This is an optimization exercise on Yosys and OpenROAD, whose aim is small area and few clock cycles per item, not a production implementation.
Only the layout flow was run in this run; the RTL was not checked for function there.
Power and IR drop assume default switching activity.

==> flow/config.mk <==
export PLATFORM = sky130hd
export DESIGN_NAME = dot_top
export DESIGN_NICKNAME = dot_top
export VERILOG_FILES = /design/flow/design.v
export SDC_FILE = /design/flow/constraint.sdc
export NUM_CORES = 4
export LEC_CHECK = 0
export CAP_MARGIN = 20
export CORE_MARGIN = 2
export CORE_UTILIZATION = 40
export SLEW_MARGIN = 20
export SYNTH_HIERARCHICAL = 1
export SYNTH_MINIMUM_KEEP_SIZE = 0
==> flow/constraint.sdc <==
create_clock -name core_clock -period 5.5 [get_ports {clk}]
set_input_delay 1.1000 -clock core_clock [delete_from_list [all_inputs] [get_ports {clk}]]
set_output_delay 1.1000 -clock core_clock [all_outputs]
set_load 0.01 [all_outputs]
==> flow/design.v <==
package dot_pkg;
    typedef logic signed [8-1:0] sample_t;
    typedef logic [4*8-1:0] sample_vec_t;
    typedef logic signed [12-1:0] product_t;
    typedef logic [4*12-1:0] product_vec_t;
    typedef logic signed [(12 + 2)-1:0] sum_t;
endpackage
`timescale 1ns/1ps
module dot_fa (
    input  logic a,
    input  logic b,
    input  logic ci,
    output logic s,
    output logic co
);
    assign s  = a ^ b ^ ci;
    assign co = (a & b) | (a & ci) | (b & ci);
endmodule
module dot_aoi (
    input  logic g,
    input  logic p,
    input  logic c,
    output logic y
);
    assign y = ~(g | (p & c));
endmodule
module dot_oai (
    input  logic gn,
    input  logic pn,
    input  logic cn,
    output logic y
);
    assign y = ~(gn & (pn | cn));
endmodule
module dot_fc1_nn (
    input  logic a,
    input  logic b,
    output logic y
);
    assign y = ~a | ~b;
endmodule
module dot_fs1_nn (
    input  logic a,
    input  logic b,
    output logic y
);
    assign y = ~(~a ^ ~b);
endmodule
module dot_g_np (
    input  logic a,
    input  logic b,
    output logic y
);
    assign y = ~a & b;
endmodule
module dot_g_pn (
    input  logic a,
    input  logic b,
    output logic y
);
    assign y = a & ~b;
endmodule
module dot_g_pp (
    input  logic a,
    input  logic b,
    output logic y
);
    assign y = a & b;
endmodule
module dot_gn_nn (
    input  logic a,
    input  logic b,
    output logic y
);
    assign y = ~(~a & ~b);
endmodule
module dot_gn_pp (
    input  logic a,
    input  logic b,
    output logic y
);
    assign y = ~(a & b);
endmodule
module dot_hc_nn (
    input  logic a,
    input  logic b,
    output logic y
);
    assign y = ~a & ~b;
endmodule
module dot_hs_nn (
    input  logic a,
    input  logic b,
    output logic y
);
    assign y = ~a ^ ~b;
endmodule
module dot_p_np (
    input  logic a,
    input  logic b,
    output logic y
);
    assign y = ~a ^ b;
endmodule
module dot_p_pn (
    input  logic a,
    input  logic b,
    output logic y
);
    assign y = a ^ ~b;
endmodule
module dot_p_pp (
    input  logic a,
    input  logic b,
    output logic y
);
    assign y = a ^ b;
endmodule
module dot_pn_pp (
    input  logic a,
    input  logic b,
    output logic y
);
    assign y = ~(a ^ b);
endmodule
`timescale 1ns/1ps
module dot_top (
    input  logic        clk,
    input  logic        rst,
    input  dot_pkg::sample_vec_t a_data,
    input  logic        a_last,
    input  logic        a_valid,
    output logic        a_ready,
    input  dot_pkg::sample_vec_t b_data,
    input  logic        b_valid,
    output logic        b_ready,
    output dot_pkg::sum_t        out_data,
    output logic        out_last,
    output logic        out_valid,
    input  logic        out_ready
);
    logic stage_ready;
    logic join_fire;
    assign stage_ready = ~out_valid | out_ready;
    assign a_ready   = b_valid & stage_ready;
    assign b_ready   = a_valid & stage_ready;
    assign join_fire = a_valid & b_valid & stage_ready;
    always_ff @(posedge clk) begin
        if (rst) begin
            out_valid <= 1'b0;
        end else if (join_fire) begin
            out_valid <= 1'b1;
        end else if (out_ready) begin
            out_valid <= 1'b0;
        end
    end
    logic n1, n2, n3, n4, n5, n6, n7, n8, n9, k10, s11, c12, k13, s14, c15, s16, c17, k18, n19, n20, n21, p22, n23, n24, n25, n26, p27, n28, n29, n30, n31, n32, p33, n34, n35, n36, n37, n38, n39, p40, n41, n42, n43, n44, n45, n46, n47, p48, n49, n50, n51, n52, n53, n54, n55, p56, n57, n58, n59, n60, n61, n62, n63, p64, p65, p66, p67, p68, p69, p70, p71, n72, n73, n74, n75, n76, n77, n78, n79, n80, n81, k82, s83, c84, k85, s86, c87, s88, c89, k90, n91, n92, n93, p94, n95, n96, n97, n98, p99, n100, n101, n102, n103, n104, p105, n106, n107, n108, n109, n110, n111, p112, n113, n114, n115, n116, n117, n118, n119, p120, n121, n122, n123, n124, n125, n126, n127, p128, n129, n130, n131, n132, n133, n134, n135, p136, p137, p138, p139, p140, p141, p142, p143, n144, n145, n146, n147, n148, n149, n150, n151, n152, n153, k154, s155, c156, k157, s158, c159, s160, c161, k162, n163, n164, n165, p166, n167, n168, n169, n170, p171, n172, n173, n174, n175, n176, p177, n178, n179, n180, n181, n182, n183, p184, n185, n186, n187, n188, n189, n190, n191, p192, n193, n194, n195, n196, n197, n198, n199, p200, n201, n202, n203, n204, n205, n206, n207, p208, p209, p210, p211, p212, p213, p214, p215, n216, n217, n218, n219, n220, n221, n222, n223, n224, n225, k226, s227, c228, k229, s230, c231, s232, c233, k234, n235, n236, n237, p238, n239, n240, n241, n242, p243, n244, n245, n246, n247, n248, p249, n250, n251, n252, n253, n254, n255, p256, n257, n258, n259, n260, n261, n262, n263, p264, n265, n266, n267, n268, n269, n270, n271, p272, n273, n274, n275, n276, n277, n278, n279, p280, p281, p282, p283, p284, p285, p286, p287, n288, s289, c290, s291, c292, s293, c294, s295, c296, s297, c298, s299, c300, s301, c302, s303, c304, s305, c306, s307, c308, s309, c310, s311, c312, s313, c314, s315, c316, s317, c318, s319, c320, s321, c322, s323, c324, s325, c326, s327, c328, s329, c330, s331, c332, s333, c334, s335, c336, s337, c338, s339, c340, s341, c342, s343, c344, s345, c346, s347, c348, s349, c350, s351, c352, s353, c354, s355, c356, s357, c358, s359, c360, s361, c362, s363, c364, s365, c366, s367, c368, s369, c370, s371, c372, s373, c374, s375, c376, s377, c378, s379, c380, s381, c382, s383, c384, s385, c386, s387, c388, s389, c390, s391, c392, s393, c394, s395, c396, s397, c398, s399, c400, s401, c402, s403, c404, s405, c406, s407, c408, s409, c410, s411, c412, s413, c414, s415, c416, s417, c418, s419, c420, s421, c422, s423, c424, s425, c426, s427, c428, s429, c430, s431, c432, s433, c434, s435, c436, s437, c438, s439, c440, s441, c442, s443, c444, s445, c446, s447, c448, s449, c450, s451, c452, s453, c454, s455, c456, s457, c458, s459, c460, s461, c462, s463, c464, s465, c466, s467, c468, s469, c470, s471, c472, s473, c474, s475, c476, s477, c478, s479, c480, s481, c482, s483, c484, s485, c486, s487, c488, s489, c490, s491, c492, s493, c494, s495, c496, s497, c498, s499, c500, s501, c502, s503, c504, s505, c506, s507, c508, s509, c510, s511, c512, s513, c514, s515, c516, s517, c518, s519, c520, s521, c522, s523, c524, s525, c526, s527, c528, s529, c530, s531, c532, s533, c534, s535, c536, s537, c538, s539, c540, s541, c542, s543, c544, s545, c546, s547, c548, s549, c550, s551, c552, s553, c554, s555, c556, s557, c558, s559, c560, s561, c562, s563, c564, s565, c566, s567, c568, s569, c570, s571, c572, s573, c574, s575, c576, s577, c578, s579, c580, s581, c582, s583, c584, s585, c586, s587, c588, s589, c590, s591, c592, s593, c594, s595, c596, s597, c598, s599, c600, s601, c602, s603, c604, s605, c606, s607, c608, s609, c610, s611, c612, s613, c614, s615, c616, s617, c618, s619, c620, s621, c622, s623, c624, s625, c626, s627, c628, s629, c630, s631, c632, s633, c634, s635, c636, s637, c638, s639, c640, s641, c642, s643, c644, s645, c646, s647, c648, s649, c650, s651, c652, s653, c654, s655, c656, s657, c658, s659, c660, s661, c662, s663, c664, s665, c666, s667, c668, s669, c670, s671, c672, s673, c674, s675, c676, s677, c678, s679, c680, s681, c682, s683, c684, s685, c686, s687, c688, s689, c690, s691, c692, s693, c694, s695, c696, s697, c698, s699, c700, s701, c702, s703, c704, o705, q706, o707, q708, o709, q710, p711, o712, g713, q714, p715, o716, g717, q718, p719, o720, g721, q722, p723, o724, g725, q726, p727, o728, g729, q730, p731, o732, g733, q734, p735, o736, g737, q738, p739, o740, g741, q742, p743, o744, g745, q746, p747, o748, g749, q750, o751;
    logic r0_0, r0_1, r1_0, r2_0, r3_0, r3_1, r3_2, r4_0, r4_1, r5_0, r5_1, r6_0, r6_1, r7_0, r7_1, r7_2, r8_0, r8_1, r8_2, r9_0, r10_0, r10_1, r11_0, r11_1, r12_0, r12_1;
    assign n1 = ~(a_data[0] & b_data[1]);
    assign n2 = ~(a_data[0] & b_data[2]);
    assign n3 = ~(a_data[0] & b_data[3]);
    assign n4 = ~(a_data[1] & b_data[0]);
    assign n5 = ~(a_data[1] & b_data[1]);
    assign n6 = ~(a_data[1] & b_data[2]);
    assign n7 = ~(a_data[2] & b_data[0]);
    assign n8 = ~(a_data[2] & b_data[1]);
    assign n9 = ~(a_data[3] & b_data[0]);
    assign k10 = n4 | n1;
    dot_fa u1 (.a(n7), .b(n5), .ci(n2), .s(s11), .co(c12));
    assign k13 = s11 | k10;
    dot_fa u2 (.a(n9), .b(n8), .ci(n6), .s(s14), .co(c15));
    dot_fa u3 (.a(n3), .b(c12), .ci(k13), .s(s16), .co(c17));
    assign k18 = s14 | s16;
    assign n19 = ~(a_data[0] & b_data[4]);
    assign n20 = ~(a_data[0] & b_data[5]);
    assign n21 = ~(a_data[0] & b_data[6]);
    assign p22 = a_data[0] & b_data[7];
    assign n23 = ~(a_data[1] & b_data[3]);
    assign n24 = ~(a_data[1] & b_data[4]);
    assign n25 = ~(a_data[1] & b_data[5]);
    assign n26 = ~(a_data[1] & b_data[6]);
    assign p27 = a_data[1] & b_data[7];
    assign n28 = ~(a_data[2] & b_data[2]);
    assign n29 = ~(a_data[2] & b_data[3]);
    assign n30 = ~(a_data[2] & b_data[4]);
    assign n31 = ~(a_data[2] & b_data[5]);
    assign n32 = ~(a_data[2] & b_data[6]);
    assign p33 = a_data[2] & b_data[7];
    assign n34 = ~(a_data[3] & b_data[1]);
    assign n35 = ~(a_data[3] & b_data[2]);
    assign n36 = ~(a_data[3] & b_data[3]);
    assign n37 = ~(a_data[3] & b_data[4]);
    assign n38 = ~(a_data[3] & b_data[5]);
    assign n39 = ~(a_data[3] & b_data[6]);
    assign p40 = a_data[3] & b_data[7];
    assign n41 = ~(a_data[4] & b_data[0]);
    assign n42 = ~(a_data[4] & b_data[1]);
    assign n43 = ~(a_data[4] & b_data[2]);
    assign n44 = ~(a_data[4] & b_data[3]);
    assign n45 = ~(a_data[4] & b_data[4]);
    assign n46 = ~(a_data[4] & b_data[5]);
    assign n47 = ~(a_data[4] & b_data[6]);
    assign p48 = a_data[4] & b_data[7];
    assign n49 = ~(a_data[5] & b_data[0]);
    assign n50 = ~(a_data[5] & b_data[1]);
    assign n51 = ~(a_data[5] & b_data[2]);
    assign n52 = ~(a_data[5] & b_data[3]);
    assign n53 = ~(a_data[5] & b_data[4]);
    assign n54 = ~(a_data[5] & b_data[5]);
    assign n55 = ~(a_data[5] & b_data[6]);
    assign p56 = a_data[5] & b_data[7];
    assign n57 = ~(a_data[6] & b_data[0]);
    assign n58 = ~(a_data[6] & b_data[1]);
    assign n59 = ~(a_data[6] & b_data[2]);
    assign n60 = ~(a_data[6] & b_data[3]);
    assign n61 = ~(a_data[6] & b_data[4]);
    assign n62 = ~(a_data[6] & b_data[5]);
    assign n63 = ~(a_data[6] & b_data[6]);
    assign p64 = a_data[6] & b_data[7];
    assign p65 = a_data[7] & b_data[0];
    assign p66 = a_data[7] & b_data[1];
    assign p67 = a_data[7] & b_data[2];
    assign p68 = a_data[7] & b_data[3];
    assign p69 = a_data[7] & b_data[4];
    assign p70 = a_data[7] & b_data[5];
    assign p71 = a_data[7] & b_data[6];
    assign n72 = ~(a_data[7] & b_data[7]);
    assign n73 = ~(a_data[8] & b_data[9]);
    assign n74 = ~(a_data[8] & b_data[10]);
    assign n75 = ~(a_data[8] & b_data[11]);
    assign n76 = ~(a_data[9] & b_data[8]);
    assign n77 = ~(a_data[9] & b_data[9]);
    assign n78 = ~(a_data[9] & b_data[10]);
    assign n79 = ~(a_data[10] & b_data[8]);
    assign n80 = ~(a_data[10] & b_data[9]);
    assign n81 = ~(a_data[11] & b_data[8]);
    assign k82 = n76 | n73;
    dot_fa u4 (.a(n79), .b(n77), .ci(n74), .s(s83), .co(c84));
    assign k85 = s83 | k82;
    dot_fa u5 (.a(n81), .b(n80), .ci(n78), .s(s86), .co(c87));
    dot_fa u6 (.a(n75), .b(c84), .ci(k85), .s(s88), .co(c89));
    assign k90 = s86 | s88;
    assign n91 = ~(a_data[8] & b_data[12]);
    assign n92 = ~(a_data[8] & b_data[13]);
    assign n93 = ~(a_data[8] & b_data[14]);
    assign p94 = a_data[8] & b_data[15];
    assign n95 = ~(a_data[9] & b_data[11]);
    assign n96 = ~(a_data[9] & b_data[12]);
    assign n97 = ~(a_data[9] & b_data[13]);
    assign n98 = ~(a_data[9] & b_data[14]);
    assign p99 = a_data[9] & b_data[15];
    assign n100 = ~(a_data[10] & b_data[10]);
    assign n101 = ~(a_data[10] & b_data[11]);
    assign n102 = ~(a_data[10] & b_data[12]);
    assign n103 = ~(a_data[10] & b_data[13]);
    assign n104 = ~(a_data[10] & b_data[14]);
    assign p105 = a_data[10] & b_data[15];
    assign n106 = ~(a_data[11] & b_data[9]);
    assign n107 = ~(a_data[11] & b_data[10]);
    assign n108 = ~(a_data[11] & b_data[11]);
    assign n109 = ~(a_data[11] & b_data[12]);
    assign n110 = ~(a_data[11] & b_data[13]);
    assign n111 = ~(a_data[11] & b_data[14]);
    assign p112 = a_data[11] & b_data[15];
    assign n113 = ~(a_data[12] & b_data[8]);
    assign n114 = ~(a_data[12] & b_data[9]);
    assign n115 = ~(a_data[12] & b_data[10]);
    assign n116 = ~(a_data[12] & b_data[11]);
    assign n117 = ~(a_data[12] & b_data[12]);
    assign n118 = ~(a_data[12] & b_data[13]);
    assign n119 = ~(a_data[12] & b_data[14]);
    assign p120 = a_data[12] & b_data[15];
    assign n121 = ~(a_data[13] & b_data[8]);
    assign n122 = ~(a_data[13] & b_data[9]);
    assign n123 = ~(a_data[13] & b_data[10]);
    assign n124 = ~(a_data[13] & b_data[11]);
    assign n125 = ~(a_data[13] & b_data[12]);
    assign n126 = ~(a_data[13] & b_data[13]);
    assign n127 = ~(a_data[13] & b_data[14]);
    assign p128 = a_data[13] & b_data[15];
    assign n129 = ~(a_data[14] & b_data[8]);
    assign n130 = ~(a_data[14] & b_data[9]);
    assign n131 = ~(a_data[14] & b_data[10]);
    assign n132 = ~(a_data[14] & b_data[11]);
    assign n133 = ~(a_data[14] & b_data[12]);
    assign n134 = ~(a_data[14] & b_data[13]);
    assign n135 = ~(a_data[14] & b_data[14]);
    assign p136 = a_data[14] & b_data[15];
    assign p137 = a_data[15] & b_data[8];
    assign p138 = a_data[15] & b_data[9];
    assign p139 = a_data[15] & b_data[10];
    assign p140 = a_data[15] & b_data[11];
    assign p141 = a_data[15] & b_data[12];
    assign p142 = a_data[15] & b_data[13];
    assign p143 = a_data[15] & b_data[14];
    assign n144 = ~(a_data[15] & b_data[15]);
    assign n145 = ~(a_data[16] & b_data[17]);
    assign n146 = ~(a_data[16] & b_data[18]);
    assign n147 = ~(a_data[16] & b_data[19]);
    assign n148 = ~(a_data[17] & b_data[16]);
    assign n149 = ~(a_data[17] & b_data[17]);
    assign n150 = ~(a_data[17] & b_data[18]);
    assign n151 = ~(a_data[18] & b_data[16]);
    assign n152 = ~(a_data[18] & b_data[17]);
    assign n153 = ~(a_data[19] & b_data[16]);
    assign k154 = n148 | n145;
    dot_fa u7 (.a(n151), .b(n149), .ci(n146), .s(s155), .co(c156));
    assign k157 = s155 | k154;
    dot_fa u8 (.a(n153), .b(n152), .ci(n150), .s(s158), .co(c159));
    dot_fa u9 (.a(n147), .b(c156), .ci(k157), .s(s160), .co(c161));
    assign k162 = s158 | s160;
    assign n163 = ~(a_data[16] & b_data[20]);
    assign n164 = ~(a_data[16] & b_data[21]);
    assign n165 = ~(a_data[16] & b_data[22]);
    assign p166 = a_data[16] & b_data[23];
    assign n167 = ~(a_data[17] & b_data[19]);
    assign n168 = ~(a_data[17] & b_data[20]);
    assign n169 = ~(a_data[17] & b_data[21]);
    assign n170 = ~(a_data[17] & b_data[22]);
    assign p171 = a_data[17] & b_data[23];
    assign n172 = ~(a_data[18] & b_data[18]);
    assign n173 = ~(a_data[18] & b_data[19]);
    assign n174 = ~(a_data[18] & b_data[20]);
    assign n175 = ~(a_data[18] & b_data[21]);
    assign n176 = ~(a_data[18] & b_data[22]);
    assign p177 = a_data[18] & b_data[23];
    assign n178 = ~(a_data[19] & b_data[17]);
    assign n179 = ~(a_data[19] & b_data[18]);
    assign n180 = ~(a_data[19] & b_data[19]);
    assign n181 = ~(a_data[19] & b_data[20]);
    assign n182 = ~(a_data[19] & b_data[21]);
    assign n183 = ~(a_data[19] & b_data[22]);
    assign p184 = a_data[19] & b_data[23];
    assign n185 = ~(a_data[20] & b_data[16]);
    assign n186 = ~(a_data[20] & b_data[17]);
    assign n187 = ~(a_data[20] & b_data[18]);
    assign n188 = ~(a_data[20] & b_data[19]);
    assign n189 = ~(a_data[20] & b_data[20]);
    assign n190 = ~(a_data[20] & b_data[21]);
    assign n191 = ~(a_data[20] & b_data[22]);
    assign p192 = a_data[20] & b_data[23];
    assign n193 = ~(a_data[21] & b_data[16]);
    assign n194 = ~(a_data[21] & b_data[17]);
    assign n195 = ~(a_data[21] & b_data[18]);
    assign n196 = ~(a_data[21] & b_data[19]);
    assign n197 = ~(a_data[21] & b_data[20]);
    assign n198 = ~(a_data[21] & b_data[21]);
    assign n199 = ~(a_data[21] & b_data[22]);
    assign p200 = a_data[21] & b_data[23];
    assign n201 = ~(a_data[22] & b_data[16]);
    assign n202 = ~(a_data[22] & b_data[17]);
    assign n203 = ~(a_data[22] & b_data[18]);
    assign n204 = ~(a_data[22] & b_data[19]);
    assign n205 = ~(a_data[22] & b_data[20]);
    assign n206 = ~(a_data[22] & b_data[21]);
    assign n207 = ~(a_data[22] & b_data[22]);
    assign p208 = a_data[22] & b_data[23];
    assign p209 = a_data[23] & b_data[16];
    assign p210 = a_data[23] & b_data[17];
    assign p211 = a_data[23] & b_data[18];
    assign p212 = a_data[23] & b_data[19];
    assign p213 = a_data[23] & b_data[20];
    assign p214 = a_data[23] & b_data[21];
    assign p215 = a_data[23] & b_data[22];
    assign n216 = ~(a_data[23] & b_data[23]);
    assign n217 = ~(a_data[24] & b_data[25]);
    assign n218 = ~(a_data[24] & b_data[26]);
    assign n219 = ~(a_data[24] & b_data[27]);
    assign n220 = ~(a_data[25] & b_data[24]);
    assign n221 = ~(a_data[25] & b_data[25]);
    assign n222 = ~(a_data[25] & b_data[26]);
    assign n223 = ~(a_data[26] & b_data[24]);
    assign n224 = ~(a_data[26] & b_data[25]);
    assign n225 = ~(a_data[27] & b_data[24]);
    assign k226 = n220 | n217;
    dot_fa u10 (.a(n223), .b(n221), .ci(n218), .s(s227), .co(c228));
    assign k229 = s227 | k226;
    dot_fa u11 (.a(n225), .b(n224), .ci(n222), .s(s230), .co(c231));
    dot_fa u12 (.a(n219), .b(c228), .ci(k229), .s(s232), .co(c233));
    assign k234 = s230 | s232;
    assign n235 = ~(a_data[24] & b_data[28]);
    assign n236 = ~(a_data[24] & b_data[29]);
    assign n237 = ~(a_data[24] & b_data[30]);
    assign p238 = a_data[24] & b_data[31];
    assign n239 = ~(a_data[25] & b_data[27]);
    assign n240 = ~(a_data[25] & b_data[28]);
    assign n241 = ~(a_data[25] & b_data[29]);
    assign n242 = ~(a_data[25] & b_data[30]);
    assign p243 = a_data[25] & b_data[31];
    assign n244 = ~(a_data[26] & b_data[26]);
    assign n245 = ~(a_data[26] & b_data[27]);
    assign n246 = ~(a_data[26] & b_data[28]);
    assign n247 = ~(a_data[26] & b_data[29]);
    assign n248 = ~(a_data[26] & b_data[30]);
    assign p249 = a_data[26] & b_data[31];
    assign n250 = ~(a_data[27] & b_data[25]);
    assign n251 = ~(a_data[27] & b_data[26]);
    assign n252 = ~(a_data[27] & b_data[27]);
    assign n253 = ~(a_data[27] & b_data[28]);
    assign n254 = ~(a_data[27] & b_data[29]);
    assign n255 = ~(a_data[27] & b_data[30]);
    assign p256 = a_data[27] & b_data[31];
    assign n257 = ~(a_data[28] & b_data[24]);
    assign n258 = ~(a_data[28] & b_data[25]);
    assign n259 = ~(a_data[28] & b_data[26]);
    assign n260 = ~(a_data[28] & b_data[27]);
    assign n261 = ~(a_data[28] & b_data[28]);
    assign n262 = ~(a_data[28] & b_data[29]);
    assign n263 = ~(a_data[28] & b_data[30]);
    assign p264 = a_data[28] & b_data[31];
    assign n265 = ~(a_data[29] & b_data[24]);
    assign n266 = ~(a_data[29] & b_data[25]);
    assign n267 = ~(a_data[29] & b_data[26]);
    assign n268 = ~(a_data[29] & b_data[27]);
    assign n269 = ~(a_data[29] & b_data[28]);
    assign n270 = ~(a_data[29] & b_data[29]);
    assign n271 = ~(a_data[29] & b_data[30]);
    assign p272 = a_data[29] & b_data[31];
    assign n273 = ~(a_data[30] & b_data[24]);
    assign n274 = ~(a_data[30] & b_data[25]);
    assign n275 = ~(a_data[30] & b_data[26]);
    assign n276 = ~(a_data[30] & b_data[27]);
    assign n277 = ~(a_data[30] & b_data[28]);
    assign n278 = ~(a_data[30] & b_data[29]);
    assign n279 = ~(a_data[30] & b_data[30]);
    assign p280 = a_data[30] & b_data[31];
    assign p281 = a_data[31] & b_data[24];
    assign p282 = a_data[31] & b_data[25];
    assign p283 = a_data[31] & b_data[26];
    assign p284 = a_data[31] & b_data[27];
    assign p285 = a_data[31] & b_data[28];
    assign p286 = a_data[31] & b_data[29];
    assign p287 = a_data[31] & b_data[30];
    assign n288 = ~(a_data[31] & b_data[31]);
    dot_fa u13 (.a(n19), .b(n23), .ci(n28), .s(s289), .co(c290));
    dot_fa u14 (.a(n34), .b(n41), .ci(n91), .s(s291), .co(c292));
    dot_fa u15 (.a(n95), .b(n100), .ci(n106), .s(s293), .co(c294));
    dot_fa u16 (.a(n113), .b(n163), .ci(n167), .s(s295), .co(c296));
    dot_fa u17 (.a(n172), .b(n178), .ci(n185), .s(s297), .co(c298));
    dot_fa u18 (.a(n235), .b(n239), .ci(n244), .s(s299), .co(c300));
    dot_fa u19 (.a(n250), .b(n257), .ci(c15), .s(s301), .co(c302));
    dot_fa u20 (.a(c87), .b(c159), .ci(c231), .s(s303), .co(c304));
    dot_fa u21 (.a(s289), .b(s291), .ci(s293), .s(s305), .co(c306));
    dot_fa u22 (.a(s295), .b(s297), .ci(s299), .s(s307), .co(c308));
    dot_fa u23 (.a(s301), .b(s303), .ci(s305), .s(s309), .co(c310));
    dot_fa u24 (.a(s307), .b(c17), .ci(c89), .s(s311), .co(c312));
    dot_fa u25 (.a(c161), .b(c233), .ci(k18), .s(s313), .co(c314));
    dot_fa u26 (.a(k90), .b(k162), .ci(k234), .s(s315), .co(c316));
    dot_fa u27 (.a(s309), .b(s311), .ci(s313), .s(s317), .co(c318));
    dot_fa u28 (.a(n20), .b(n24), .ci(n29), .s(s319), .co(c320));
    dot_fa u29 (.a(n35), .b(n42), .ci(n49), .s(s321), .co(c322));
    dot_fa u30 (.a(n92), .b(n96), .ci(n101), .s(s323), .co(c324));
    dot_fa u31 (.a(n107), .b(n114), .ci(n121), .s(s325), .co(c326));
    dot_fa u32 (.a(n164), .b(n168), .ci(n173), .s(s327), .co(c328));
    dot_fa u33 (.a(n179), .b(n186), .ci(n193), .s(s329), .co(c330));
    dot_fa u34 (.a(n236), .b(n240), .ci(n245), .s(s331), .co(c332));
    dot_fa u35 (.a(n251), .b(n258), .ci(n265), .s(s333), .co(c334));
    dot_fa u36 (.a(c290), .b(c292), .ci(c294), .s(s335), .co(c336));
    dot_fa u37 (.a(c296), .b(c298), .ci(c300), .s(s337), .co(c338));
    dot_fa u38 (.a(s319), .b(s321), .ci(s323), .s(s339), .co(c340));
    dot_fa u39 (.a(s325), .b(s327), .ci(s329), .s(s341), .co(c342));
    dot_fa u40 (.a(s331), .b(s333), .ci(c302), .s(s343), .co(c344));
    dot_fa u41 (.a(c304), .b(c306), .ci(c308), .s(s345), .co(c346));
    dot_fa u42 (.a(s335), .b(s337), .ci(s339), .s(s347), .co(c348));
    dot_fa u43 (.a(s341), .b(s343), .ci(c310), .s(s349), .co(c350));
    dot_fa u44 (.a(s345), .b(s347), .ci(c312), .s(s351), .co(c352));
    dot_fa u45 (.a(c314), .b(s349), .ci(c316), .s(s353), .co(c354));
    dot_fa u46 (.a(s351), .b(c318), .ci(s353), .s(s355), .co(c356));
    dot_fa u47 (.a(n21), .b(n25), .ci(n30), .s(s357), .co(c358));
    dot_fa u48 (.a(n36), .b(n43), .ci(n50), .s(s359), .co(c360));
    dot_fa u49 (.a(n57), .b(n93), .ci(n97), .s(s361), .co(c362));
    dot_fa u50 (.a(n102), .b(n108), .ci(n115), .s(s363), .co(c364));
    dot_fa u51 (.a(n122), .b(n129), .ci(n165), .s(s365), .co(c366));
    dot_fa u52 (.a(n169), .b(n174), .ci(n180), .s(s367), .co(c368));
    dot_fa u53 (.a(n187), .b(n194), .ci(n201), .s(s369), .co(c370));
    dot_fa u54 (.a(n237), .b(n241), .ci(n246), .s(s371), .co(c372));
    dot_fa u55 (.a(n252), .b(n259), .ci(n266), .s(s373), .co(c374));
    dot_fa u56 (.a(n273), .b(c320), .ci(c322), .s(s375), .co(c376));
    dot_fa u57 (.a(c324), .b(c326), .ci(c328), .s(s377), .co(c378));
    dot_fa u58 (.a(c330), .b(c332), .ci(c334), .s(s379), .co(c380));
    dot_fa u59 (.a(s357), .b(s359), .ci(s361), .s(s381), .co(c382));
    dot_fa u60 (.a(s363), .b(s365), .ci(s367), .s(s383), .co(c384));
    dot_fa u61 (.a(s369), .b(s371), .ci(s373), .s(s385), .co(c386));
    dot_fa u62 (.a(c336), .b(c338), .ci(s375), .s(s387), .co(c388));
    dot_fa u63 (.a(c340), .b(c342), .ci(s377), .s(s389), .co(c390));
    dot_fa u64 (.a(s379), .b(s381), .ci(s383), .s(s391), .co(c392));
    dot_fa u65 (.a(s385), .b(c344), .ci(c346), .s(s393), .co(c394));
    dot_fa u66 (.a(c348), .b(s387), .ci(s389), .s(s395), .co(c396));
    dot_fa u67 (.a(s391), .b(c350), .ci(s393), .s(s397), .co(c398));
    dot_fa u68 (.a(s395), .b(c352), .ci(s397), .s(s399), .co(c400));
    dot_fa u69 (.a(c354), .b(s399), .ci(c356), .s(s401), .co(c402));
    dot_fa u70 (.a(p22), .b(n26), .ci(n31), .s(s403), .co(c404));
    dot_fa u71 (.a(n37), .b(n44), .ci(n51), .s(s405), .co(c406));
    dot_fa u72 (.a(n58), .b(p65), .ci(p94), .s(s407), .co(c408));
    dot_fa u73 (.a(n98), .b(n103), .ci(n109), .s(s409), .co(c410));
    dot_fa u74 (.a(n116), .b(n123), .ci(n130), .s(s411), .co(c412));
    dot_fa u75 (.a(p137), .b(p166), .ci(n170), .s(s413), .co(c414));
    dot_fa u76 (.a(n175), .b(n181), .ci(n188), .s(s415), .co(c416));
    dot_fa u77 (.a(n195), .b(n202), .ci(p209), .s(s417), .co(c418));
    dot_fa u78 (.a(p238), .b(n242), .ci(n247), .s(s419), .co(c420));
    dot_fa u79 (.a(n253), .b(n260), .ci(n267), .s(s421), .co(c422));
    dot_fa u80 (.a(n274), .b(p281), .ci(c358), .s(s423), .co(c424));
    dot_fa u81 (.a(c360), .b(c362), .ci(c364), .s(s425), .co(c426));
    dot_fa u82 (.a(c366), .b(c368), .ci(c370), .s(s427), .co(c428));
    dot_fa u83 (.a(c372), .b(c374), .ci(s403), .s(s429), .co(c430));
    dot_fa u84 (.a(s405), .b(s407), .ci(s409), .s(s431), .co(c432));
    dot_fa u85 (.a(s411), .b(s413), .ci(s415), .s(s433), .co(c434));
    dot_fa u86 (.a(s417), .b(s419), .ci(s421), .s(s435), .co(c436));
    dot_fa u87 (.a(c376), .b(s423), .ci(c378), .s(s437), .co(c438));
    dot_fa u88 (.a(c380), .b(c382), .ci(c384), .s(s439), .co(c440));
    dot_fa u89 (.a(c386), .b(s425), .ci(s427), .s(s441), .co(c442));
    dot_fa u90 (.a(s429), .b(s431), .ci(s433), .s(s443), .co(c444));
    dot_fa u91 (.a(s435), .b(c388), .ci(s437), .s(s445), .co(c446));
    dot_fa u92 (.a(c390), .b(c392), .ci(s439), .s(s447), .co(c448));
    dot_fa u93 (.a(s441), .b(s443), .ci(c394), .s(s449), .co(c450));
    dot_fa u94 (.a(s445), .b(c396), .ci(s447), .s(s451), .co(c452));
    dot_fa u95 (.a(c398), .b(s449), .ci(s451), .s(s453), .co(c454));
    dot_fa u96 (.a(p27), .b(n32), .ci(n38), .s(s455), .co(c456));
    dot_fa u97 (.a(n45), .b(n52), .ci(n59), .s(s457), .co(c458));
    dot_fa u98 (.a(p66), .b(p99), .ci(n104), .s(s459), .co(c460));
    dot_fa u99 (.a(n110), .b(n117), .ci(n124), .s(s461), .co(c462));
    dot_fa u100 (.a(n131), .b(p138), .ci(p171), .s(s463), .co(c464));
    dot_fa u101 (.a(n176), .b(n182), .ci(n189), .s(s465), .co(c466));
    dot_fa u102 (.a(n196), .b(n203), .ci(p210), .s(s467), .co(c468));
    dot_fa u103 (.a(p243), .b(n248), .ci(n254), .s(s469), .co(c470));
    dot_fa u104 (.a(n261), .b(n268), .ci(n275), .s(s471), .co(c472));
    dot_fa u105 (.a(p282), .b(c404), .ci(c406), .s(s473), .co(c474));
    dot_fa u106 (.a(c408), .b(c410), .ci(c412), .s(s475), .co(c476));
    dot_fa u107 (.a(c414), .b(c416), .ci(c418), .s(s477), .co(c478));
    dot_fa u108 (.a(c420), .b(c422), .ci(s455), .s(s479), .co(c480));
    dot_fa u109 (.a(s457), .b(s459), .ci(s461), .s(s481), .co(c482));
    dot_fa u110 (.a(s463), .b(s465), .ci(s467), .s(s483), .co(c484));
    dot_fa u111 (.a(s469), .b(s471), .ci(c424), .s(s485), .co(c486));
    dot_fa u112 (.a(c426), .b(c428), .ci(c430), .s(s487), .co(c488));
    dot_fa u113 (.a(s473), .b(c432), .ci(c434), .s(s489), .co(c490));
    dot_fa u114 (.a(c436), .b(s475), .ci(s477), .s(s491), .co(c492));
    dot_fa u115 (.a(s479), .b(s481), .ci(s483), .s(s493), .co(c494));
    dot_fa u116 (.a(s485), .b(c438), .ci(c440), .s(s495), .co(c496));
    dot_fa u117 (.a(c442), .b(c444), .ci(s487), .s(s497), .co(c498));
    dot_fa u118 (.a(s489), .b(s491), .ci(s493), .s(s499), .co(c500));
    dot_fa u119 (.a(c446), .b(s495), .ci(c448), .s(s501), .co(c502));
    dot_fa u120 (.a(s497), .b(s499), .ci(c450), .s(s503), .co(c504));
    dot_fa u121 (.a(c452), .b(s501), .ci(s503), .s(s505), .co(c506));
    dot_fa u122 (.a(p33), .b(n39), .ci(n46), .s(s507), .co(c508));
    dot_fa u123 (.a(n53), .b(n60), .ci(p67), .s(s509), .co(c510));
    dot_fa u124 (.a(p105), .b(n111), .ci(n118), .s(s511), .co(c512));
    dot_fa u125 (.a(n125), .b(n132), .ci(p139), .s(s513), .co(c514));
    dot_fa u126 (.a(p177), .b(n183), .ci(n190), .s(s515), .co(c516));
    dot_fa u127 (.a(n197), .b(n204), .ci(p211), .s(s517), .co(c518));
    dot_fa u128 (.a(p249), .b(n255), .ci(n262), .s(s519), .co(c520));
    dot_fa u129 (.a(n269), .b(n276), .ci(p283), .s(s521), .co(c522));
    dot_fa u130 (.a(c456), .b(c458), .ci(c460), .s(s523), .co(c524));
    dot_fa u131 (.a(c462), .b(c464), .ci(c466), .s(s525), .co(c526));
    dot_fa u132 (.a(c468), .b(c470), .ci(c472), .s(s527), .co(c528));
    dot_fa u133 (.a(s507), .b(s509), .ci(s511), .s(s529), .co(c530));
    dot_fa u134 (.a(s513), .b(s515), .ci(s517), .s(s531), .co(c532));
    dot_fa u135 (.a(s519), .b(s521), .ci(c474), .s(s533), .co(c534));
    dot_fa u136 (.a(c476), .b(c478), .ci(c480), .s(s535), .co(c536));
    dot_fa u137 (.a(c482), .b(c484), .ci(s523), .s(s537), .co(c538));
    dot_fa u138 (.a(s525), .b(s527), .ci(s529), .s(s539), .co(c540));
    dot_fa u139 (.a(s531), .b(c486), .ci(s533), .s(s541), .co(c542));
    dot_fa u140 (.a(c488), .b(c490), .ci(c492), .s(s543), .co(c544));
    dot_fa u141 (.a(c494), .b(s535), .ci(s537), .s(s545), .co(c546));
    dot_fa u142 (.a(s539), .b(s541), .ci(c496), .s(s547), .co(c548));
    dot_fa u143 (.a(c498), .b(c500), .ci(s543), .s(s549), .co(c550));
    dot_fa u144 (.a(s545), .b(s547), .ci(c502), .s(s551), .co(c552));
    dot_fa u145 (.a(s549), .b(c504), .ci(s551), .s(s553), .co(c554));
    dot_fa u146 (.a(p40), .b(n47), .ci(n54), .s(s555), .co(c556));
    dot_fa u147 (.a(n61), .b(p68), .ci(p112), .s(s557), .co(c558));
    dot_fa u148 (.a(n119), .b(n126), .ci(n133), .s(s559), .co(c560));
    dot_fa u149 (.a(p140), .b(p184), .ci(n191), .s(s561), .co(c562));
    dot_fa u150 (.a(n198), .b(n205), .ci(p212), .s(s563), .co(c564));
    dot_fa u151 (.a(p256), .b(n263), .ci(n270), .s(s565), .co(c566));
    dot_fa u152 (.a(n277), .b(p284), .ci(c508), .s(s567), .co(c568));
    dot_fa u153 (.a(c510), .b(c512), .ci(c514), .s(s569), .co(c570));
    dot_fa u154 (.a(c516), .b(c518), .ci(c520), .s(s571), .co(c572));
    dot_fa u155 (.a(c522), .b(s555), .ci(s557), .s(s573), .co(c574));
    dot_fa u156 (.a(s559), .b(s561), .ci(s563), .s(s575), .co(c576));
    dot_fa u157 (.a(s565), .b(s567), .ci(c524), .s(s577), .co(c578));
    dot_fa u158 (.a(c526), .b(c528), .ci(c530), .s(s579), .co(c580));
    dot_fa u159 (.a(c532), .b(s569), .ci(s571), .s(s581), .co(c582));
    dot_fa u160 (.a(s573), .b(s575), .ci(c534), .s(s583), .co(c584));
    dot_fa u161 (.a(s577), .b(c536), .ci(c538), .s(s585), .co(c586));
    dot_fa u162 (.a(c540), .b(s579), .ci(s581), .s(s587), .co(c588));
    dot_fa u163 (.a(c542), .b(s583), .ci(c544), .s(s589), .co(c590));
    dot_fa u164 (.a(s585), .b(c546), .ci(s587), .s(s591), .co(c592));
    dot_fa u165 (.a(c548), .b(s589), .ci(c550), .s(s593), .co(c594));
    dot_fa u166 (.a(s591), .b(c552), .ci(s593), .s(s595), .co(c596));
    dot_fa u167 (.a(p48), .b(n55), .ci(n62), .s(s597), .co(c598));
    dot_fa u168 (.a(p69), .b(p120), .ci(n127), .s(s599), .co(c600));
    dot_fa u169 (.a(n134), .b(p141), .ci(p192), .s(s601), .co(c602));
    dot_fa u170 (.a(n199), .b(n206), .ci(p213), .s(s603), .co(c604));
    dot_fa u171 (.a(p264), .b(n271), .ci(n278), .s(s605), .co(c606));
    dot_fa u172 (.a(p285), .b(c556), .ci(c558), .s(s607), .co(c608));
    dot_fa u173 (.a(c560), .b(c562), .ci(c564), .s(s609), .co(c610));
    dot_fa u174 (.a(c566), .b(s597), .ci(s599), .s(s611), .co(c612));
    dot_fa u175 (.a(s601), .b(s603), .ci(s605), .s(s613), .co(c614));
    dot_fa u176 (.a(c568), .b(c570), .ci(c572), .s(s615), .co(c616));
    dot_fa u177 (.a(c574), .b(s607), .ci(c576), .s(s617), .co(c618));
    dot_fa u178 (.a(s609), .b(s611), .ci(s613), .s(s619), .co(c620));
    dot_fa u179 (.a(c578), .b(c580), .ci(s615), .s(s621), .co(c622));
    dot_fa u180 (.a(c582), .b(s617), .ci(s619), .s(s623), .co(c624));
    dot_fa u181 (.a(c584), .b(c586), .ci(s621), .s(s625), .co(c626));
    dot_fa u182 (.a(c588), .b(s623), .ci(c590), .s(s627), .co(c628));
    dot_fa u183 (.a(s625), .b(c592), .ci(s627), .s(s629), .co(c630));
    dot_fa u184 (.a(p56), .b(n63), .ci(p70), .s(s631), .co(c632));
    dot_fa u185 (.a(p128), .b(n135), .ci(p142), .s(s633), .co(c634));
    dot_fa u186 (.a(p200), .b(n207), .ci(p214), .s(s635), .co(c636));
    dot_fa u187 (.a(p272), .b(n279), .ci(p286), .s(s637), .co(c638));
    dot_fa u188 (.a(c598), .b(c600), .ci(c602), .s(s639), .co(c640));
    dot_fa u189 (.a(c604), .b(c606), .ci(s631), .s(s641), .co(c642));
    dot_fa u190 (.a(s633), .b(s635), .ci(s637), .s(s643), .co(c644));
    dot_fa u191 (.a(c608), .b(c610), .ci(c612), .s(s645), .co(c646));
    dot_fa u192 (.a(c614), .b(s639), .ci(s641), .s(s647), .co(c648));
    dot_fa u193 (.a(s643), .b(c616), .ci(c618), .s(s649), .co(c650));
    dot_fa u194 (.a(s645), .b(c620), .ci(s647), .s(s651), .co(c652));
    dot_fa u195 (.a(c622), .b(s649), .ci(c624), .s(s653), .co(c654));
    dot_fa u196 (.a(s651), .b(c626), .ci(s653), .s(s655), .co(c656));
    dot_fa u197 (.a(p64), .b(p71), .ci(p136), .s(s657), .co(c658));
    dot_fa u198 (.a(p143), .b(p208), .ci(p215), .s(s659), .co(c660));
    dot_fa u199 (.a(p280), .b(p287), .ci(c632), .s(s661), .co(c662));
    dot_fa u200 (.a(c634), .b(c636), .ci(c638), .s(s663), .co(c664));
    dot_fa u201 (.a(s657), .b(s659), .ci(s661), .s(s665), .co(c666));
    dot_fa u202 (.a(c640), .b(c642), .ci(c644), .s(s667), .co(c668));
    dot_fa u203 (.a(s663), .b(s665), .ci(c646), .s(s669), .co(c670));
    dot_fa u204 (.a(c648), .b(s667), .ci(c650), .s(s671), .co(c672));
    dot_fa u205 (.a(s669), .b(c652), .ci(s671), .s(s673), .co(c674));
    dot_fa u206 (.a(c654), .b(s673), .ci(c656), .s(s675), .co(c676));
    dot_fa u207 (.a(n72), .b(n144), .ci(n216), .s(s677), .co(c678));
    dot_fa u208 (.a(n288), .b(c658), .ci(c660), .s(s679), .co(c680));
    dot_fa u209 (.a(s677), .b(c662), .ci(c664), .s(s681), .co(c682));
    dot_fa u210 (.a(s679), .b(c666), .ci(s681), .s(s683), .co(c684));
    dot_fa u211 (.a(c668), .b(c670), .ci(s683), .s(s685), .co(c686));
    dot_fa u212 (.a(c672), .b(s685), .ci(c674), .s(s687), .co(c688));
    dot_fa u213 (.a(c678), .b(c680), .ci(c682), .s(s689), .co(c690));
    dot_fa u214 (.a(c684), .b(s689), .ci(c686), .s(s691), .co(c692));
    always_ff @(posedge clk) begin
        if (join_fire) begin
            out_last <= a_last;
            r0_0 <= s315;
            r0_1 <= s317;
            r1_0 <= s355;
            r2_0 <= s401;
            r3_0 <= c400;
            r3_1 <= s453;
            r3_2 <= c402;
            r4_0 <= c454;
            r4_1 <= s505;
            r5_0 <= c506;
            r5_1 <= s553;
            r6_0 <= c554;
            r6_1 <= s595;
            r7_0 <= c594;
            r7_1 <= s629;
            r7_2 <= c596;
            r8_0 <= c628;
            r8_1 <= s655;
            r8_2 <= c630;
            r9_0 <= s675;
            r10_0 <= c676;
            r10_1 <= s687;
            r11_0 <= c688;
            r11_1 <= s691;
            r12_0 <= c690;
            r12_1 <= c692;
        end
    end
    dot_hs_nn u215 (.a(r3_0), .b(r3_1), .y(s693));
    dot_hc_nn u216 (.a(r3_0), .b(r3_1), .y(c694));
    dot_hs_nn u217 (.a(r4_0), .b(r4_1), .y(s695));
    dot_hc_nn u218 (.a(r4_0), .b(r4_1), .y(c696));
    dot_hs_nn u219 (.a(r5_0), .b(r5_1), .y(s697));
    dot_hc_nn u220 (.a(r5_0), .b(r5_1), .y(c698));
    dot_fs1_nn u221 (.a(r6_0), .b(r6_1), .y(s699));
    dot_fc1_nn u222 (.a(r6_0), .b(r6_1), .y(c700));
    dot_fa u223 (.a(r7_0), .b(r7_1), .ci(r7_2), .s(s701), .co(c702));
    dot_fa u224 (.a(r8_0), .b(r8_1), .ci(r8_2), .s(s703), .co(c704));
    assign o705 = ~r0_0 ^ ~r0_1;
    dot_hc_nn u225 (.a(r0_0), .b(r0_1), .y(q706));
    assign o707 = ~r1_0 ^ q706;
    assign q708 = ~r1_0 & q706;
    assign o709 = ~r2_0 ^ q708;
    assign q710 = ~r2_0 & q708;
    dot_p_np u226 (.a(r3_2), .b(s693), .y(p711));
    assign o712 = p711 ^ q710;
    dot_g_np u227 (.a(r3_2), .b(s693), .y(g713));
    dot_aoi u228 (.g(g713), .p(p711), .c(q710), .y(q714));
    dot_pn_pp u229 (.a(c694), .b(s695), .y(p715));
    assign o716 = p715 ^ q714;
    dot_gn_pp u230 (.a(c694), .b(s695), .y(g717));
    dot_oai u231 (.gn(g717), .pn(p715), .cn(q714), .y(q718));
    dot_p_pp u232 (.a(c696), .b(s697), .y(p719));
    assign o720 = p719 ^ q718;
    dot_g_pp u233 (.a(c696), .b(s697), .y(g721));
    dot_aoi u234 (.g(g721), .p(p719), .c(q718), .y(q722));
    dot_pn_pp u235 (.a(c698), .b(s699), .y(p723));
    assign o724 = p723 ^ q722;
    dot_gn_pp u236 (.a(c698), .b(s699), .y(g725));
    dot_oai u237 (.gn(g725), .pn(p723), .cn(q722), .y(q726));
    dot_p_pn u238 (.a(c700), .b(s701), .y(p727));
    assign o728 = p727 ^ q726;
    dot_g_pn u239 (.a(c700), .b(s701), .y(g729));
    dot_aoi u240 (.g(g729), .p(p727), .c(q726), .y(q730));
    dot_fs1_nn u241 (.a(c702), .b(s703), .y(p731));
    assign o732 = p731 ^ q730;
    dot_gn_nn u242 (.a(c702), .b(s703), .y(g733));
    dot_oai u243 (.gn(g733), .pn(p731), .cn(q730), .y(q734));
    dot_hs_nn u244 (.a(r9_0), .b(c704), .y(p735));
    assign o736 = p735 ^ q734;
    dot_hc_nn u245 (.a(r9_0), .b(c704), .y(g737));
    dot_aoi u246 (.g(g737), .p(p735), .c(q734), .y(q738));
    dot_fs1_nn u247 (.a(r10_0), .b(r10_1), .y(p739));
    assign o740 = p739 ^ q738;
    dot_gn_nn u248 (.a(r10_0), .b(r10_1), .y(g741));
    dot_oai u249 (.gn(g741), .pn(p739), .cn(q738), .y(q742));
    dot_hs_nn u250 (.a(r11_0), .b(r11_1), .y(p743));
    assign o744 = p743 ^ q742;
    dot_hc_nn u251 (.a(r11_0), .b(r11_1), .y(g745));
    dot_aoi u252 (.g(g745), .p(p743), .c(q742), .y(q746));
    dot_fs1_nn u253 (.a(r12_0), .b(r12_1), .y(p747));
    assign o748 = p747 ^ q746;
    dot_gn_nn u254 (.a(r12_0), .b(r12_1), .y(g749));
    dot_oai u255 (.gn(g749), .pn(p747), .cn(q746), .y(q750));
    assign o751 = ~q750;
    assign out_data = {o751, o748, o744, o740, o736, o732, o728, o724, o720, o716, o712, o709, o707, o705};
endmodule
==> flow/flow/run.sh <==
#!/bin/bash
# The standard layout (the standard.sh, all of it), with two changes:
# the port buffers are the smallest buffer cell, and before floorplanning
# every combinational cell is set to its smallest drive strength
# (flow/downsize.tcl); the flow's repair steps size cells up where timing
# needs it. Every tool's output is in standard.log here and in ORFS's own
# logs under orfs/logs.
set -e
export BUFFER_PORTS_ARGS="-buffer_cell sky130_fd_sc_hd__buf_1"
export PRE_FLOORPLAN_TCL="$PWD/flow/downsize.tcl"
export GLOBAL_PLACEMENT_ARGS="-keep_resize_below_overflow 0"
bash standard.sh > standard.log 2>&1
==> flow/flow/downsize.tcl <==
# Run before floorplanning (PRE_FLOORPLAN_TCL): put every combinational cell
# in the smallest drive strength of its footprint. Floorplanning's timing
# repair and the later repair steps size up again where timing needs it.
set db [ord::get_db]
set block [ord::get_db_block]
set dont_use [split $::env(DONT_USE_CELLS)]
set swapped 0
foreach inst [$block getInsts] {
  set m [$inst getMaster]
  if { [$m isSequential] } { continue }
  set name [$m getName]
  if { ![regexp {^(sky130_fd_sc_hd__[a-z0-9]+)_([0-9]+)$} $name -> base drive] } { continue }
  set best $m
  foreach d {0 1 2} {
    set cand [$db findMaster ${base}_$d]
    if { $cand eq "NULL" } { continue }
    if { [lsearch -exact $dont_use ${base}_$d] >= 0 } { continue }
    if { [$cand getWidth] < [$best getWidth] } { set best $cand }
  }
  if { $best ne $m } {
    $inst swapMaster $best
    incr swapped
  }
}
puts "downsize.tcl: swapped $swapped cells to a smaller drive strength"
==> flow/standard.sh <==
#!/bin/bash
# synth_recipe.tcl (not shown) runs the flow's synth.tcl, then flattens the netlist and writes it again
# the make line also repeats each setting of config.mk as NAME=value (left out here)
make -C /OpenROAD-flow-scripts/flow DESIGN_CONFIG=/design/flow/config.mk WORK_HOME=/design/flow/orfs CLKGATE_MAP_FILE= SYNTH_SCRIPT=/design/flow/synth_recipe.tcl "${@:-finish}"
==> impl_metrics.tcl <==
set metrics [dict create \
    finalSetupViolations 0 \
    fmax_mhz 201 \
    drv_slew 0 \
    clk_latency_ns 0.26 \
    maxCapViolCount 0 \
    grt_pass1_wl_um 28200 \
    status "finished clean" \
    place_congestion 0.958 \
    setup-tns-final_ns 0 \
    initialDrtViolationCount 266 \
    numCtsBuffers 3 \
    worst_slack_ns 0.531 \
    cts_tree "done" \
    placed_cell_area_um2 7290 \
    highest_layer "met4" \
    total_power_mw 3.78 \
    wl_met2_um 8750 \
    drc 0 \
    cpPeakStageDelay_ns 0.50 \
    totalWireLength_um 17100 \
    switching_share 0.458 \
    die_w_um 135 \
    fin_crit_ns 4.97 \
    fp.dieH_um 135 \
    grt_max_degree 28 \
    p_seq_frac 0.167 \
    cp_slowest_cell "fa_1" \
    power_leakage_nw 2.52 \
    drive_above_1_share 0.0138 \
    cp-end-kind "register" \
    die_area_um2 18100 \
    num_rows 47 \
    p_per_area_nw_per_um2 511 \
    rsz0062_at_grt "false" \
    hold_viol_final 0 \
    cts-root-buf "clkbuf_16" \
    fillers 1565 \
    grt_util_all_layers 0.208 \
    reg2reg_slack_ns 4.07 \
    grt-ovfl-total 0 \
    clock_skew_ns 0.00623 \
    cts_resized 0 \
    htreeDepth 1 \
    dpl.hpwl_um 15500 \
    path_cells "buf_1, nand2_1, fa_1, or3_1, fa_1, or2_2, fa_1, fa_1, fa_1, fa_1" \
    power.switching_mw 1.73 \
    ir_worst_vdd_v 0.000359 \
    final_area_um2 7390 \
    antenna_found_initial 0 \
    cts.sinks 28 \
    worstPathRequired_ns 5.51 \
    fin_crit_sh 0.903 \
    grt_pass1_vias 5338 \
    syn_nets 883 \
    final_nets 941 \
    vias_per_cell 5.28 \
    drtPass1Iterations 5 \
    criticalPathCategory "in2reg" \
    hold_path_class "reg2reg" \
    startpoint_type "input port" \
    worstPathMaxFanout 8 \
    critPathArrivalTime_ns 4.98 \
    routed-wl-met3_um 1180 \
    wl_per_cell_um 19.6 \
    ant_nets 0 \
    yosys_warnings 7 \
    combPwrFrac 0.776 \
    p_clk_frac 0.057 \
    vias 4607 \
    antenna_cells 0 \
    cts_setup_buffers 0 \
    port_buffers 87 \
    slew_headroom 0.576 \
    wl_met1_um 6650 \
    io_pins 88 \
    clk_pin_slew_ns 0.07 \
    synthCells 595 \
    pre_cts_slack_ns 0.241 \
    cts_buffer_depth 2 \
    cp_common_cell "fa_1" \
    p_int_mw 2.05 \
    coreArea_um2 16600 \
    postCtsHoldBufs 0 \
    worst_pin_slew_ns 0.636 \
    initial_utilization 0.409 \
    utilization 0.444 \
]
==> metrics by stage <==
stage	hold slack (ns)	instances
finish	0.542	872
global route	0.579	872
CTS	0.541	872
detailed placement	0.530	868
global placement	0.503	868
floorplan	0.529	595
==> layout by cell type (no fill, tap or decap) <==
| cell type | instances |
|---|---|
| clkbuf_16 | 3 |
| nor2b_1 | 2 |
| xnor2_1 | 8 |
| buf_1 | 87 |
| edfxtp_1 | 27 |
| and3_2 | 1 |
| and2_1 | 55 |
| or3_1 | 4 |
| bufinv_16 | 1 |
| ha_1 | 2 |
| xor2_1 | 17 |
| dfxtp_1 | 1 |
| nand2b_1 | 1 |
| nand2_1 | 196 |
| or2_1 | 3 |
| inv_1 | 3 |
| a21oi_1 | 6 |
| and2_0 | 4 |
| o21ai_1 | 5 |
| or2_2 | 4 |
| fa_1 | 216 |
| nor2_1 | 6 |
==> routing by layer <==
layer / vias to the layer above / GRT usage
met1: 2448 / 0.272
met5: - / 0
met3: 32 / 0.0353
met2: 216 / 0.363
li1: 1911 / -
met4: 0 / 0.0497
==> critical path: cells and delay by family <==
kind	cells	cell delay, ns
adder cells (fa/ha/maj)	6	2.60
buffers and inverters	1	0.39
AND/OR/NAND/NOR	3	0.88
==> power by group through the flow <==
stage	Combinational, mW	Sequential [mW]	Clock, mW
3_3_place_gp	2.97	0.635	0
5_1_grt	3.43	0.647	0.234
6_report	2.93	0.632	0.215
2_1_floorplan	2.23	0.628	0
4_1_cts	3.06	0.635	0.223
3_5_place_dp	3.05	0.639	0
==> final cells by class <==
type,instances,area [um^2],share of cell area
Clock buffer,3,75.1,0.0102
Tap cell,220,275,0.0372
Clock inverter,1,30.0,0.00406
Timing Repair Buffer,87,327,0.0442
Inverter,3,11.3,0.00152
Multi-Input combinational cell,530,5850,0.791
Sequential cell,28,831,0.112
==> final timing paths <==
kind              startpoint         to  depth (start not counted)
hold / removal     out_valid  out_valid                          2
setup / recovery  a_data[26]       r2_0                         10
hold reg to reg    out_valid  out_valid                          2
setup reg to reg   out_valid      r11_0                          2

## static timing again, ports no longer ideal
The flow's constraints put no driver on any port. The routed layout listed below was extracted and timed again, unchanged, in two steps. Step 1 (the two cells are an assumption about what drives the block):
set clk [get_ports {clk}]
set_driving_cell -lib_cell sky130_fd_sc_hd__clkbuf_16 $clk
set_driving_cell -lib_cell sky130_fd_sc_hd__buf_2 [delete_from_list [all_inputs] $clk]
Step 2 adds t to the input delays and takes it off the output delays; t is the mean of the earliest and latest rising clock arrival at the registers after step 1. Input paths then give back, and output paths get back, about the clock's delay inside the block. a / b / c = no drivers / after step 1 / after step 2; a / b = the first two.
t (ns): 0.294
slack for setup (ns): 0.531 / 0.536 / 0.242
latest minus earliest clock arrival (ns): 0.006 / 0.006
After both steps setup and hold are still met in this run. The setup slack of this run moves by +0.005 ns with the drivers and by -0.289 ns with both steps.
